Context: an optimization exercise on an open-source flow, tuned for small area, a short achievable clock period and few clock cycles per item. The choices shown serve that exercise and are no tape-out recipe. Only simulation tests tie the RTL to the original design; equivalence was not proved. Power is estimated from default activity; no workload was simulated.

==> run P: inputs <==
==> flow/design.v (excerpt) <==
module fixed_block_pool_allocator #(
   parameter int MAX_BLOCKS = fbpa_pkg::MAX_BLOCKS_DEFAULT
) (
   input  logic                           clock,
   input  logic                           reset,
   input  logic                           req_valid,
   output logic                           req_stall,
   input  logic [fbpa_pkg::OP_W-1:0]      req_op,
   input  logic [fbpa_pkg::ADDR_W-1:0]    req_release_address,
   output logic                           rsp_valid,
   input  logic                           rsp_stall,
   output logic [fbpa_pkg::STAT_W-1:0]    rsp_status,
   output logic [fbpa_pkg::ADDR_W-1:0]    rsp_block_address,
   output logic [fbpa_pkg::COUNT_W-1:0]   rsp_blocks_free,
   input  logic                           csr_write_enable,
   input  logic [fbpa_pkg::CSR_W-1:0]     csr_index,
   input  logic [fbpa_pkg::DATA_W-1:0]    csr_write_data
);
export LEC_CHECK = 0
export CAP_MARGIN = 20
export CORE_MARGIN = 2
export CORE_UTILIZATION = 50
export CTS_BUF_LIST = sky130_fd_sc_hd__clkbuf_16
export CTS_CLUSTER_DIAMETER = 100
export CTS_CLUSTER_SIZE = 24
export SETUP_SLACK_MARGIN = 3.7
export SLEW_MARGIN = 20
create_clock -name core_clock -period 7.0 [get_ports {clock}]
run.sh (not shown) runs the stock make flow with config.mk's settings and CLKGATE_MAP_FILE= SYNTH_SCRIPT=/design/flow/synth_recipe.tcl, a recipe that flattens the netlist after the stock synthesis.
==> inputs of run K, as changes to run P <==
--- a/flow/design.v
+++ b/flow/design.v
@@ -263,40 +263,28 @@
          end
          if (adv) begin
             dv_op_ff[g*OW +: OW] <= op_in;
             dv_bad_ff[g]         <= bad_in;
             dv_w_ff[g*WW +: WW]  <= w_out;
          end
       end
    end
-   logic          vl_v_ff;
-   logic [OW-1:0] vl_op_ff;
-   logic          vl_bad_ff;
-   logic [IW-1:0] vl_q_ff;
-   logic [WW-1:0] dv_last;
-   assign dv_last = dv_w_ff[(DSTAGES-1)*WW +: WW];
-   always_ff @(posedge clock) begin
-      if (reset) begin
-         vl_v_ff <= 1'b0;
-      end else if (adv) begin
-         vl_v_ff <= dv_v_ff[DSTAGES-1];
-      end
-      if (adv) begin
-         vl_op_ff  <= dv_op_ff[(DSTAGES-1)*OW +: OW];
-         vl_bad_ff <= dv_bad_ff[DSTAGES-1] || (|dv_last[WW-1:IW]) ||
-                      ({1'b0, dv_last[IW-1:0]} >= count_ff);
-         vl_q_ff   <= dv_last[IW-1:0];
-      end
-   end
    logic          cm_v;
    logic [OW-1:0] cm_op;
+   logic [IW-1:0] cm_q;
+   logic          cm_bad;       
+   logic [WW-1:0] dv_last;
    logic [CW-1:0] create_count;
-   assign cm_v         = vl_v_ff;
-   assign cm_op        = vl_op_ff;
+   assign dv_last      = dv_w_ff[(DSTAGES-1)*WW +: WW];
+   assign cm_v         = dv_v_ff[DSTAGES-1];
+   assign cm_op        = dv_op_ff[(DSTAGES-1)*OW +: OW];
+   assign cm_q         = dv_last[IW-1:0];
+   assign cm_bad       = dv_bad_ff[DSTAGES-1] || (|dv_last[WW-1:IW]) ||
+                         ({1'b0, cm_q} >= count_ff);
    assign create_count = cfg_count_ff[CW-1] ? CW'(MAX_BLOCKS) : cfg_count_ff;
    logic          ready_in;
    logic          pool_in;      
    logic [CW-1:0] free_in;
    logic          fresh_v_in;
    logic [IW-1:0] fresh_ix_in;
    logic [15:0]   head_hi_in;
    logic [15:0]   head_lo_in;
@@ -358,34 +346,34 @@
                fresh_v_in  = fresh_ix_ff != '0;
             end else begin
                fromram_in = 1'b1;
             end
          end
       end else begin
          if (free_ff >= count_ff) begin
             st_in = fbpa_pkg::ST_FULL;
-         end else if (vl_bad_ff) begin
+         end else if (cm_bad) begin
             st_in = fbpa_pkg::ST_BADADDR;
          end else begin
             wr_in   = 1'b1;
             tail_in = tail_ff + IW'(1);
             free_in = free_ff + CW'(1);
          end
       end
    end
-   assign front_busy = p1_v_ff || (|dv_v_ff) || vl_v_ff;
+   assign front_busy = p1_v_ff || (|dv_v_ff);
    assign early_pool = acc && req_op == fbpa_pkg::OP_CREATE && !front_busy &&
                        !ready_ff && create_count != '0 && cfg_size_ff != '0;
    always_comb begin
       cblk_in = cblk_ff;
       if (adv) begin
          if (acc && req_op == fbpa_pkg::OP_CREATE && front_busy) begin
             cblk_in = 1'b1;
-         end else if (cm_v && blk_clr && !p1_v_ff && !(|dv_v_ff)) begin
+         end else if (cm_v && blk_clr && !p1_v_ff && !(|dv_v_ff[DSTAGES-2:0])) begin
             cblk_in = 1'b0;
          end
       end
    end
    logic [15:0]   wr_hi;
    logic [15:0]   wr_lo;
    logic [IW-1:0] ring_rd_data;
    always_comb begin
@@ -397,17 +385,17 @@
    fbpa_ram #(
       .WIDTH (IW),
       .DEPTH (fbpa_pkg::MAX_BLOCKS_DEFAULT),
       .GROUP (16)
    ) u_queue (
       .clock   (clock),
       .wr_hi   (wr_hi),
       .wr_lo   (wr_lo),
-      .wr_data (vl_q_ff),
+      .wr_data (cm_q),
       .rd_hi   (head_hi_ff),
       .rd_lo   (head_lo_ff),
       .rd_data (ring_rd_data)
    );
    logic          cm_v_ff;
    logic [TW-1:0] cm_st_ff;
    logic [CW-1:0] cm_free_ff;
    logic          cm_take_ff;
==> flow/config.mk (replaced) <==
export PLATFORM = sky130hd
export DESIGN_NAME = fixed_block_pool_allocator
export DESIGN_NICKNAME = fixed_block_pool_allocator
export VERILOG_FILES = /design/flow/design.v
export SDC_FILE = /design/flow/constraint.sdc
export NUM_CORES = 4
export LEC_CHECK = 0
export ABC_CLOCK_PERIOD_IN_PS = 2000
export CAP_MARGIN = 20
export CORE_MARGIN = 2
export CORE_UTILIZATION = 40
export CTS_BUF_LIST = sky130_fd_sc_hd__clkbuf_16
export CTS_CLUSTER_DIAMETER = 100
export CTS_CLUSTER_SIZE = 24
export SETUP_SLACK_MARGIN = 3.5
export SLEW_MARGIN = 20
==> inputs of run E, as changes to run P <==
--- a/flow/design.v
+++ b/flow/design.v
@@ -263,40 +263,28 @@
          end
          if (adv) begin
             dv_op_ff[g*OW +: OW] <= op_in;
             dv_bad_ff[g]         <= bad_in;
             dv_w_ff[g*WW +: WW]  <= w_out;
          end
       end
    end
-   logic          vl_v_ff;
-   logic [OW-1:0] vl_op_ff;
-   logic          vl_bad_ff;
-   logic [IW-1:0] vl_q_ff;
-   logic [WW-1:0] dv_last;
-   assign dv_last = dv_w_ff[(DSTAGES-1)*WW +: WW];
-   always_ff @(posedge clock) begin
-      if (reset) begin
-         vl_v_ff <= 1'b0;
-      end else if (adv) begin
-         vl_v_ff <= dv_v_ff[DSTAGES-1];
-      end
-      if (adv) begin
-         vl_op_ff  <= dv_op_ff[(DSTAGES-1)*OW +: OW];
-         vl_bad_ff <= dv_bad_ff[DSTAGES-1] || (|dv_last[WW-1:IW]) ||
-                      ({1'b0, dv_last[IW-1:0]} >= count_ff);
-         vl_q_ff   <= dv_last[IW-1:0];
-      end
-   end
    logic          cm_v;
    logic [OW-1:0] cm_op;
+   logic [IW-1:0] cm_q;
+   logic          cm_bad;       
+   logic [WW-1:0] dv_last;
    logic [CW-1:0] create_count;
-   assign cm_v         = vl_v_ff;
-   assign cm_op        = vl_op_ff;
+   assign dv_last      = dv_w_ff[(DSTAGES-1)*WW +: WW];
+   assign cm_v         = dv_v_ff[DSTAGES-1];
+   assign cm_op        = dv_op_ff[(DSTAGES-1)*OW +: OW];
+   assign cm_q         = dv_last[IW-1:0];
+   assign cm_bad       = dv_bad_ff[DSTAGES-1] || (|dv_last[WW-1:IW]) ||
+                         ({1'b0, cm_q} >= count_ff);
    assign create_count = cfg_count_ff[CW-1] ? CW'(MAX_BLOCKS) : cfg_count_ff;
    logic          ready_in;
    logic          pool_in;      
    logic [CW-1:0] free_in;
    logic          fresh_v_in;
    logic [IW-1:0] fresh_ix_in;
    logic [15:0]   head_hi_in;
    logic [15:0]   head_lo_in;
@@ -358,34 +346,34 @@
                fresh_v_in  = fresh_ix_ff != '0;
             end else begin
                fromram_in = 1'b1;
             end
          end
       end else begin
          if (free_ff >= count_ff) begin
             st_in = fbpa_pkg::ST_FULL;
-         end else if (vl_bad_ff) begin
+         end else if (cm_bad) begin
             st_in = fbpa_pkg::ST_BADADDR;
          end else begin
             wr_in   = 1'b1;
             tail_in = tail_ff + IW'(1);
             free_in = free_ff + CW'(1);
          end
       end
    end
-   assign front_busy = p1_v_ff || (|dv_v_ff) || vl_v_ff;
+   assign front_busy = p1_v_ff || (|dv_v_ff);
    assign early_pool = acc && req_op == fbpa_pkg::OP_CREATE && !front_busy &&
                        !ready_ff && create_count != '0 && cfg_size_ff != '0;
    always_comb begin
       cblk_in = cblk_ff;
       if (adv) begin
          if (acc && req_op == fbpa_pkg::OP_CREATE && front_busy) begin
             cblk_in = 1'b1;
-         end else if (cm_v && blk_clr && !p1_v_ff && !(|dv_v_ff)) begin
+         end else if (cm_v && blk_clr && !p1_v_ff && !(|dv_v_ff[DSTAGES-2:0])) begin
             cblk_in = 1'b0;
          end
       end
    end
    logic [15:0]   wr_hi;
    logic [15:0]   wr_lo;
    logic [IW-1:0] ring_rd_data;
    always_comb begin
@@ -397,17 +385,17 @@
    fbpa_ram #(
       .WIDTH (IW),
       .DEPTH (fbpa_pkg::MAX_BLOCKS_DEFAULT),
       .GROUP (16)
    ) u_queue (
       .clock   (clock),
       .wr_hi   (wr_hi),
       .wr_lo   (wr_lo),
-      .wr_data (vl_q_ff),
+      .wr_data (cm_q),
       .rd_hi   (head_hi_ff),
       .rd_lo   (head_lo_ff),
       .rd_data (ring_rd_data)
    );
    logic          cm_v_ff;
    logic [TW-1:0] cm_st_ff;
    logic [CW-1:0] cm_free_ff;
    logic          cm_take_ff;
--- a/flow/config.mk
+++ b/flow/config.mk
@@ -6,10 +6,10 @@
 export NUM_CORES = 4
 export LEC_CHECK = 0
 export CAP_MARGIN = 20
 export CORE_MARGIN = 2
 export CORE_UTILIZATION = 50
 export CTS_BUF_LIST = sky130_fd_sc_hd__clkbuf_16
 export CTS_CLUSTER_DIAMETER = 100
 export CTS_CLUSTER_SIZE = 24
-export SETUP_SLACK_MARGIN = 3.7
+export SETUP_SLACK_MARGIN = 3.5
 export SLEW_MARGIN = 20
==> inputs of run A, as changes to run P <==
==> flow/config.mk (replaced) <==
export PLATFORM = sky130hd
export DESIGN_NAME = fixed_block_pool_allocator
export DESIGN_NICKNAME = fixed_block_pool_allocator
export VERILOG_FILES = /design/flow/design.v
export SDC_FILE = /design/flow/constraint.sdc
export NUM_CORES = 4
export LEC_CHECK = 0
export ABC_CLOCK_PERIOD_IN_PS = 2000
export CAP_MARGIN = 20
export CORE_MARGIN = 2
export CORE_UTILIZATION = 40
export CTS_BUF_LIST = sky130_fd_sc_hd__clkbuf_16
export CTS_CLUSTER_DIAMETER = 100
export CTS_CLUSTER_SIZE = 24
export SETUP_SLACK_MARGIN = 3.5
export SLEW_MARGIN = 20
==> notes.md <==
item	run P	run A	run K	run E
Status	no timing/DRC/antenna violations	no timing/DRC/antenna violations	no timing/DRC/antenna violations	no timing/DRC/antenna violations
Largest net degree at the start of global routing	182	234	151	185
Final hold slack	420.1 ps	404.2 ps	402.5 ps	418.0 ps
Slew headroom	26.15%	23.65%	15.68%	14.26%
Hold path start	cm_free_ff[8]	p1_off_ff[0]	dv_w_ff[53]	cm_free_ff[2]
Final net count	8359	8196	8021	8050
Final Wtd Congestion	0.9342	0.9080	0.9260	0.9460
Worst reg2reg path depth	16	8	14	8
Register-to-Register Setup Slack	3440 ps	3440 ps	3240 ps	3440 ps
Setup bufs post-CTS	388	378	253	248
Standard-cell row count	171	191	190	170
First-pass DRT Iterations	9	7	5	6
H-Tree Level Count	4	4	3	4
Reg-to-reg startpoint	count_ff[0]	head_lo_ff[10]	size_ff[2]	head_lo_ff[13]
Worst-case vdd ir drop	0.3710 mV	0.2475 mV	0.2969 mV	0.2981 mV
Total detailed-routing wirelength	365400 um	340100 um	344100 um	344100 um
Post-synthesis instance area	0.1087 mm2	0.1087 mm2	0.1080 mm2	0.1080 mm2
Worst path depth	16	8	14	8
Switching power	0.01044 W	0.009938 W	0.01003 W	0.009956 W
Die Wd	470.2 um	525.3 um	523.6 um	468.7 um
Maximum buffer depth of the clock tree	3	4	3	3
1st-iter DRT viols	9821	8673	9579	8893
Layout Cells excl Fill	10709	11245	11057	10373
Number of flip-flops and latches	2566	2566	2554	2554
Testbench counts of run P, summed over its fixed seeds: cycles 8,143, items 7,759.
Testbench counts of run K, summed over its fixed seeds: cycles 8,111, items 7,759.
Testbench counts of run E, summed over its fixed seeds: cycles 8,111, items 7,759.
Testbench counts of run A, summed over its fixed seeds: cycles 8,143, items 7,759.

========
==> build 4: inputs <==
fixed_block_pool_allocator, a different RTL version from the one above (not shown whole).
Settings: LEC_CHECK=0, ABC_CLOCK_PERIOD_IN_PS=2000, CAP_MARGIN=20, CORE_MARGIN=2, CORE_UTILIZATION=40, CTS_BUF_LIST=sky130_fd_sc_hd__clkbuf_16, CTS_CLUSTER_DIAMETER=100, CTS_CLUSTER_SIZE=24, SETUP_SLACK_MARGIN=4, SLEW_MARGIN=20; clock period 7.0 ns.
==> build 74: changes against build 4 <==
--- a/flow/design.v
+++ b/flow/design.v
@@ -87,36 +87,36 @@
          end
       end
    end
    assign sum  = p0 ^ {gen[L*W+W-2:L*W], cin};
    assign cout = gen[L*W+W-1];
 endmodule
 module fbpa_div (
    input  logic [fbpa_pkg::SIZE_W+fbpa_pkg::IDX_W-1:0] w_in,
-   input  logic [fbpa_pkg::SIZE_W-1:0]                 divisor,
-   input  logic [fbpa_pkg::SIZE_W+1:0]                 divisor3,
+   input  logic [fbpa_pkg::SIZE_W-1:0]                 divisor_n,
+   input  logic [fbpa_pkg::SIZE_W+1:0]                 divisor3_n,
    output logic [fbpa_pkg::SIZE_W+fbpa_pkg::IDX_W-1:0] w_out
 );
    localparam int SW = fbpa_pkg::SIZE_W;
    localparam int QW = fbpa_pkg::IDX_W;
    logic [SW+1:0] trial;
    logic [SW+1:0] diff1, diff2, diff3;
    logic          ge1, ge2, ge3;
    logic [SW-1:0] rem;
    logic [1:0]    digit;
    assign trial = w_in[SW+QW-1:QW-2];
    fbpa_add #(.W(SW+2)) u_sub1 (
-      .a (trial), .b (~{2'b00, divisor}), .cin (1'b1), .sum (diff1), .cout (ge1)
+      .a (trial), .b ({2'b11, divisor_n}), .cin (1'b1), .sum (diff1), .cout (ge1)
    );
    fbpa_add #(.W(SW+2)) u_sub2 (
-      .a (trial), .b (~{1'b0, divisor, 1'b0}), .cin (1'b1), .sum (diff2), .cout (ge2)
+      .a (trial), .b ({1'b1, divisor_n, 1'b1}), .cin (1'b1), .sum (diff2), .cout (ge2)
    );
    fbpa_add #(.W(SW+2)) u_sub3 (
-      .a (trial), .b (~divisor3), .cin (1'b1), .sum (diff3), .cout (ge3)
+      .a (trial), .b (divisor3_n), .cin (1'b1), .sum (diff3), .cout (ge3)
    );
    always_comb begin
       if (ge3) begin
          rem   = diff3[SW-1:0];
          digit = 2'd3;
       end else if (ge2) begin
          rem   = diff2[SW-1:0];
          digit = 2'd2;
@@ -170,32 +170,35 @@
             fbpa_pkg::CSR_BLOCK_SIZE:  cfg_size_ff  <= csr_write_data[SW-1:0];
             fbpa_pkg::CSR_BLOCK_COUNT: cfg_count_ff <= csr_write_data[CW-1:0];
             default: ;
          endcase
       end
    end
    logic          ready_ff;
    logic [AW-1:0] base_ff;
-   logic [SW-1:0] size_ff;
-   logic [SW+1:0] size3_ff;      
+   logic [SW-1:0] size_ff;       
+   logic [SW-1:0] size_n_ff;     
+   logic [SW+1:0] size3_n_ff;    
    logic [CW-1:0] count_ff;
    logic [CW-1:0] free_ff;
    logic          fresh_v_ff;    
    logic [IW-1:0] fresh_ix_ff;   
    logic [15:0]   head_hi_ff;    
    logic [15:0]   head_lo_ff;    
    logic [IW-1:0] tail_ff;
    logic adv;           
    logic skid_v_ff;     
    logic cblk_ff;       
    logic stall_ff;      
    logic skid_v_in;
    logic cblk_in;
    logic acc;
+   logic front_busy;    
+   logic early_pool;    
    assign adv       = !skid_v_ff;
    assign req_stall = stall_ff;
    assign acc       = req_valid && !stall_ff;
    logic           p1_v_ff;
    logic [OW-1:0]  p1_op_ff;
    logic           p1_bad_ff;
    logic [WW-1:0]  p1_off_ff;
    logic [WW-1:0]  p1_diff;
@@ -222,17 +225,17 @@
    end
    logic [DSTAGES-1:0]    dv_v_ff;
    logic [DSTAGES*OW-1:0] dv_op_ff;
    logic [DSTAGES-1:0]    dv_bad_ff;
    logic [DSTAGES*WW-1:0] dv_w_ff;
    logic          p1_big;
    logic [SW-1:0] p1_big_diff;
    fbpa_add #(.W(SW)) u_big (
-      .a (p1_off_ff[WW-1:IW]), .b (~size_ff), .cin (1'b1),
+      .a (p1_off_ff[WW-1:IW]), .b (size_n_ff), .cin (1'b1),
       .sum (p1_big_diff), .cout (p1_big)
    );
    for (genvar g = 0; g < DSTAGES; g++) begin : g_div
       logic          v_in;
       logic [OW-1:0] op_in;
       logic          bad_in;
       logic [WW-1:0] w_in;
       logic [WW-1:0] w_out;
@@ -244,57 +247,45 @@
       end else begin : g_next
          assign v_in   = dv_v_ff[g-1];
          assign op_in  = dv_op_ff[(g-1)*OW +: OW];
          assign bad_in = dv_bad_ff[g-1];
          assign w_in   = dv_w_ff[(g-1)*WW +: WW];
       end
       fbpa_div u_div (
          .w_in     (w_in),
-         .divisor  (size_ff),
-         .divisor3 (size3_ff),
+         .divisor_n  (size_n_ff),
+         .divisor3_n (size3_n_ff),
          .w_out    (w_out)
       );
       always_ff @(posedge clock) begin
          if (reset) begin
             dv_v_ff[g] <= 1'b0;
          end else if (adv) begin
             dv_v_ff[g] <= v_in;
          end
          if (adv) begin
             dv_op_ff[g*OW +: OW] <= op_in;
             dv_bad_ff[g]         <= bad_in;
             dv_w_ff[g*WW +: WW]  <= w_out;
          end
       end
    end
-   logic          vl_v_ff;
-   logic [OW-1:0] vl_op_ff;
-   logic          vl_bad_ff;
-   logic [IW-1:0] vl_q_ff;
-   logic [WW-1:0] dv_last;
-   assign dv_last = dv_w_ff[(DSTAGES-1)*WW +: WW];
-   always_ff @(posedge clock) begin
-      if (reset) begin
-         vl_v_ff <= 1'b0;
-      end else if (adv) begin
-         vl_v_ff <= dv_v_ff[DSTAGES-1];
-      end
-      if (adv) begin
-         vl_op_ff  <= dv_op_ff[(DSTAGES-1)*OW +: OW];
-         vl_bad_ff <= dv_bad_ff[DSTAGES-1] || (|dv_last[WW-1:IW]) ||
-                      ({1'b0, dv_last[IW-1:0]} >= count_ff);
-         vl_q_ff   <= dv_last[IW-1:0];
-      end
-   end
    logic          cm_v;
    logic [OW-1:0] cm_op;
+   logic [IW-1:0] cm_q;
+   logic          cm_bad;       
+   logic [WW-1:0] dv_last;
    logic [CW-1:0] create_count;
-   assign cm_v         = vl_v_ff;
-   assign cm_op        = vl_op_ff;
+   assign dv_last      = dv_w_ff[(DSTAGES-1)*WW +: WW];
+   assign cm_v         = dv_v_ff[DSTAGES-1];
+   assign cm_op        = dv_op_ff[(DSTAGES-1)*OW +: OW];
+   assign cm_q         = dv_last[IW-1:0];
+   assign cm_bad       = dv_bad_ff[DSTAGES-1] || (|dv_last[WW-1:IW]) ||
+                         ({1'b0, cm_q} >= count_ff);
    assign create_count = cfg_count_ff[CW-1] ? CW'(MAX_BLOCKS) : cfg_count_ff;
    logic          ready_in;
    logic          pool_in;      
    logic [CW-1:0] free_in;
    logic          fresh_v_in;
    logic [IW-1:0] fresh_ix_in;
    logic [15:0]   head_hi_in;
    logic [15:0]   head_lo_in;
@@ -356,31 +347,34 @@
                fresh_v_in  = fresh_ix_ff != '0;
             end else begin
                fromram_in = 1'b1;
             end
          end
       end else begin
          if (free_ff >= count_ff) begin
             st_in = fbpa_pkg::ST_FULL;
-         end else if (vl_bad_ff) begin
+         end else if (cm_bad) begin
             st_in = fbpa_pkg::ST_BADADDR;
          end else begin
             wr_in   = 1'b1;
             tail_in = tail_ff + IW'(1);
             free_in = free_ff + CW'(1);
          end
       end
    end
+   assign front_busy = p1_v_ff || (|dv_v_ff);
+   assign early_pool = acc && req_op == fbpa_pkg::OP_CREATE && !front_busy &&
+                       !ready_ff && create_count != '0 && cfg_size_ff != '0;
    always_comb begin
       cblk_in = cblk_ff;
       if (adv) begin
-         if (acc && req_op == fbpa_pkg::OP_CREATE) begin
+         if (acc && req_op == fbpa_pkg::OP_CREATE && front_busy) begin
             cblk_in = 1'b1;
-         end else if (cm_v && blk_clr) begin
+         end else if (cm_v && blk_clr && !p1_v_ff && !(|dv_v_ff[DSTAGES-2:0])) begin
             cblk_in = 1'b0;
          end
       end
    end
    logic [15:0]   wr_hi;
    logic [15:0]   wr_lo;
    logic [IW-1:0] ring_rd_data;
    always_comb begin
@@ -392,17 +386,17 @@
    fbpa_ram #(
       .WIDTH (IW),
       .DEPTH (fbpa_pkg::MAX_BLOCKS_DEFAULT),
       .GROUP (16)
    ) u_queue (
       .clock   (clock),
       .wr_hi   (wr_hi),
       .wr_lo   (wr_lo),
-      .wr_data (vl_q_ff),
+      .wr_data (cm_q),
       .rd_hi   (head_hi_ff),
       .rd_lo   (head_lo_ff),
       .rd_data (ring_rd_data)
    );
    logic          cm_v_ff;
    logic [TW-1:0] cm_st_ff;
    logic [CW-1:0] cm_free_ff;
    logic          cm_take_ff;
@@ -420,23 +414,24 @@
          if (adv) begin
             cm_v_ff <= cm_v;
             if (cm_v) begin
                ready_ff <= ready_in;
                free_ff  <= free_in;
             end
          end
       end
+      if ((adv && cm_v && pool_in) || early_pool) begin
+         base_ff  <= cfg_base_ff;
+         size_ff  <= cfg_size_ff;
+         size_n_ff  <= ~cfg_size_ff;
+         size3_n_ff <= ~({2'b00, cfg_size_ff} + {1'b0, cfg_size_ff, 1'b0});
+         count_ff <= create_count;
+      end
       if (adv && cm_v) begin
-         if (pool_in) begin
-            base_ff  <= cfg_base_ff;
-            size_ff  <= cfg_size_ff;
-            size3_ff <= {2'b00, cfg_size_ff} + {1'b0, cfg_size_ff, 1'b0};
-            count_ff <= create_count;
-         end
          fresh_v_ff  <= fresh_v_in;
          fresh_ix_ff <= fresh_ix_in;
          head_hi_ff  <= head_hi_in;
          head_lo_ff  <= head_lo_in;
          tail_ff     <= tail_in;
       end
       if (adv) begin
          cm_st_ff   <= st_in;
ABC_CLOCK_PERIOD_IN_PS = not set   (was 2000)
CORE_UTILIZATION = 50   (was 40)
SETUP_SLACK_MARGIN = 3.5   (was 4)
==> qor summary <==
                                                           build 74     build 4
Result of the run                  no timing/DRC/antenna violations  no timing/DRC/antenna violations
Power attributed to the clock group                         7.99 mW     8.16 mW
Per-instance average area after synthesis                 15.33 µm²   15.25 µm²
CP Launch Point                                       head_lo_ff[2]  size_ff[1]
Clock power frac                                              22.9%       24.4%
Clock buffer and inverter area fraction after layout         2.703%      2.589%
Cell Int Power                                             24.90 mW    24.10 mW
Detailed placer's ending HPWL                              202.7 mm    202.7 mm
Portion of netlist area occupied by mux cells               0.6773%     0.5244%
Die area                                                 0.2195 mm²  0.2738 mm²
Filler Cell Count                                            16.41k      21.55k
Met2 layer usage reported by global route                    47.78%      42.25%
Die extent in x                                            468.5 µm    523.2 µm
Final wirelength                                           333.3 mm    391.1 mm
Global-route usage over all layers                           29.67%      27.02%
Switching power summed over all nets                       10.08 mW    9.321 mW
Post-synthesis instance area                             0.1079 mm²  0.1078 mm²
Min Clock Period, post-route                               3.676 ns    3.608 ns
Testbench counts of build 4, summed over its fixed seeds: cycles 8,335, items 7,759.
Testbench counts of build 74, summed over its fixed seeds: cycles 8,111, items 7,759.

static timing again, ports no longer ideal:
The flow's constraints put no driver on any port. The routed layouts listed below were extracted and timed again, unchanged, in two steps. Step 1: set_driving_cell puts a clkbuf_16 on clock and a buf_2 on each other input, an assumption about the parent block. Step 2, shift: input delay + t, output delay - t, t = (earliest + latest rising clock arrival at the registers) / 2. This alone moves slack from input paths to output paths. Slacks: ideal / step 1 / step 2; pairs: ideal / step 1.
run | t (ns) | slack for setup (ns) | worst setup path after step 2 | clock arrival spread, ns | pins driven straight from the clock port
run P | 0.950 | 3.438 / 3.438 / 2.757 | input to register | 0.072 / 0.071 | 1
run K | 0.919 | 3.244 / 3.244 / 2.720 | input to register | 0.147 / 0.147 | 1
run E | 0.926 | 3.439 / 3.439 / 2.662 | input to register | 0.051 / 0.050 | 1
run A | 0.922 | 3.437 / 3.437 / 2.733 | input to register | 0.110 / 0.110 | 1
build 4 | 0.923 | 3.392 / 3.392 / 2.934 | input to register | 0.133 / 0.132 | 1
build 74 | 0.930 | 3.324 / 3.324 / 2.642 | input to register | 0.096 / 0.095 | 1
After both steps every run listed still meets setup and hold. The setup slack of run E, which loses most, moves by 0.000 ns with the drivers and by -0.777 ns with both steps.
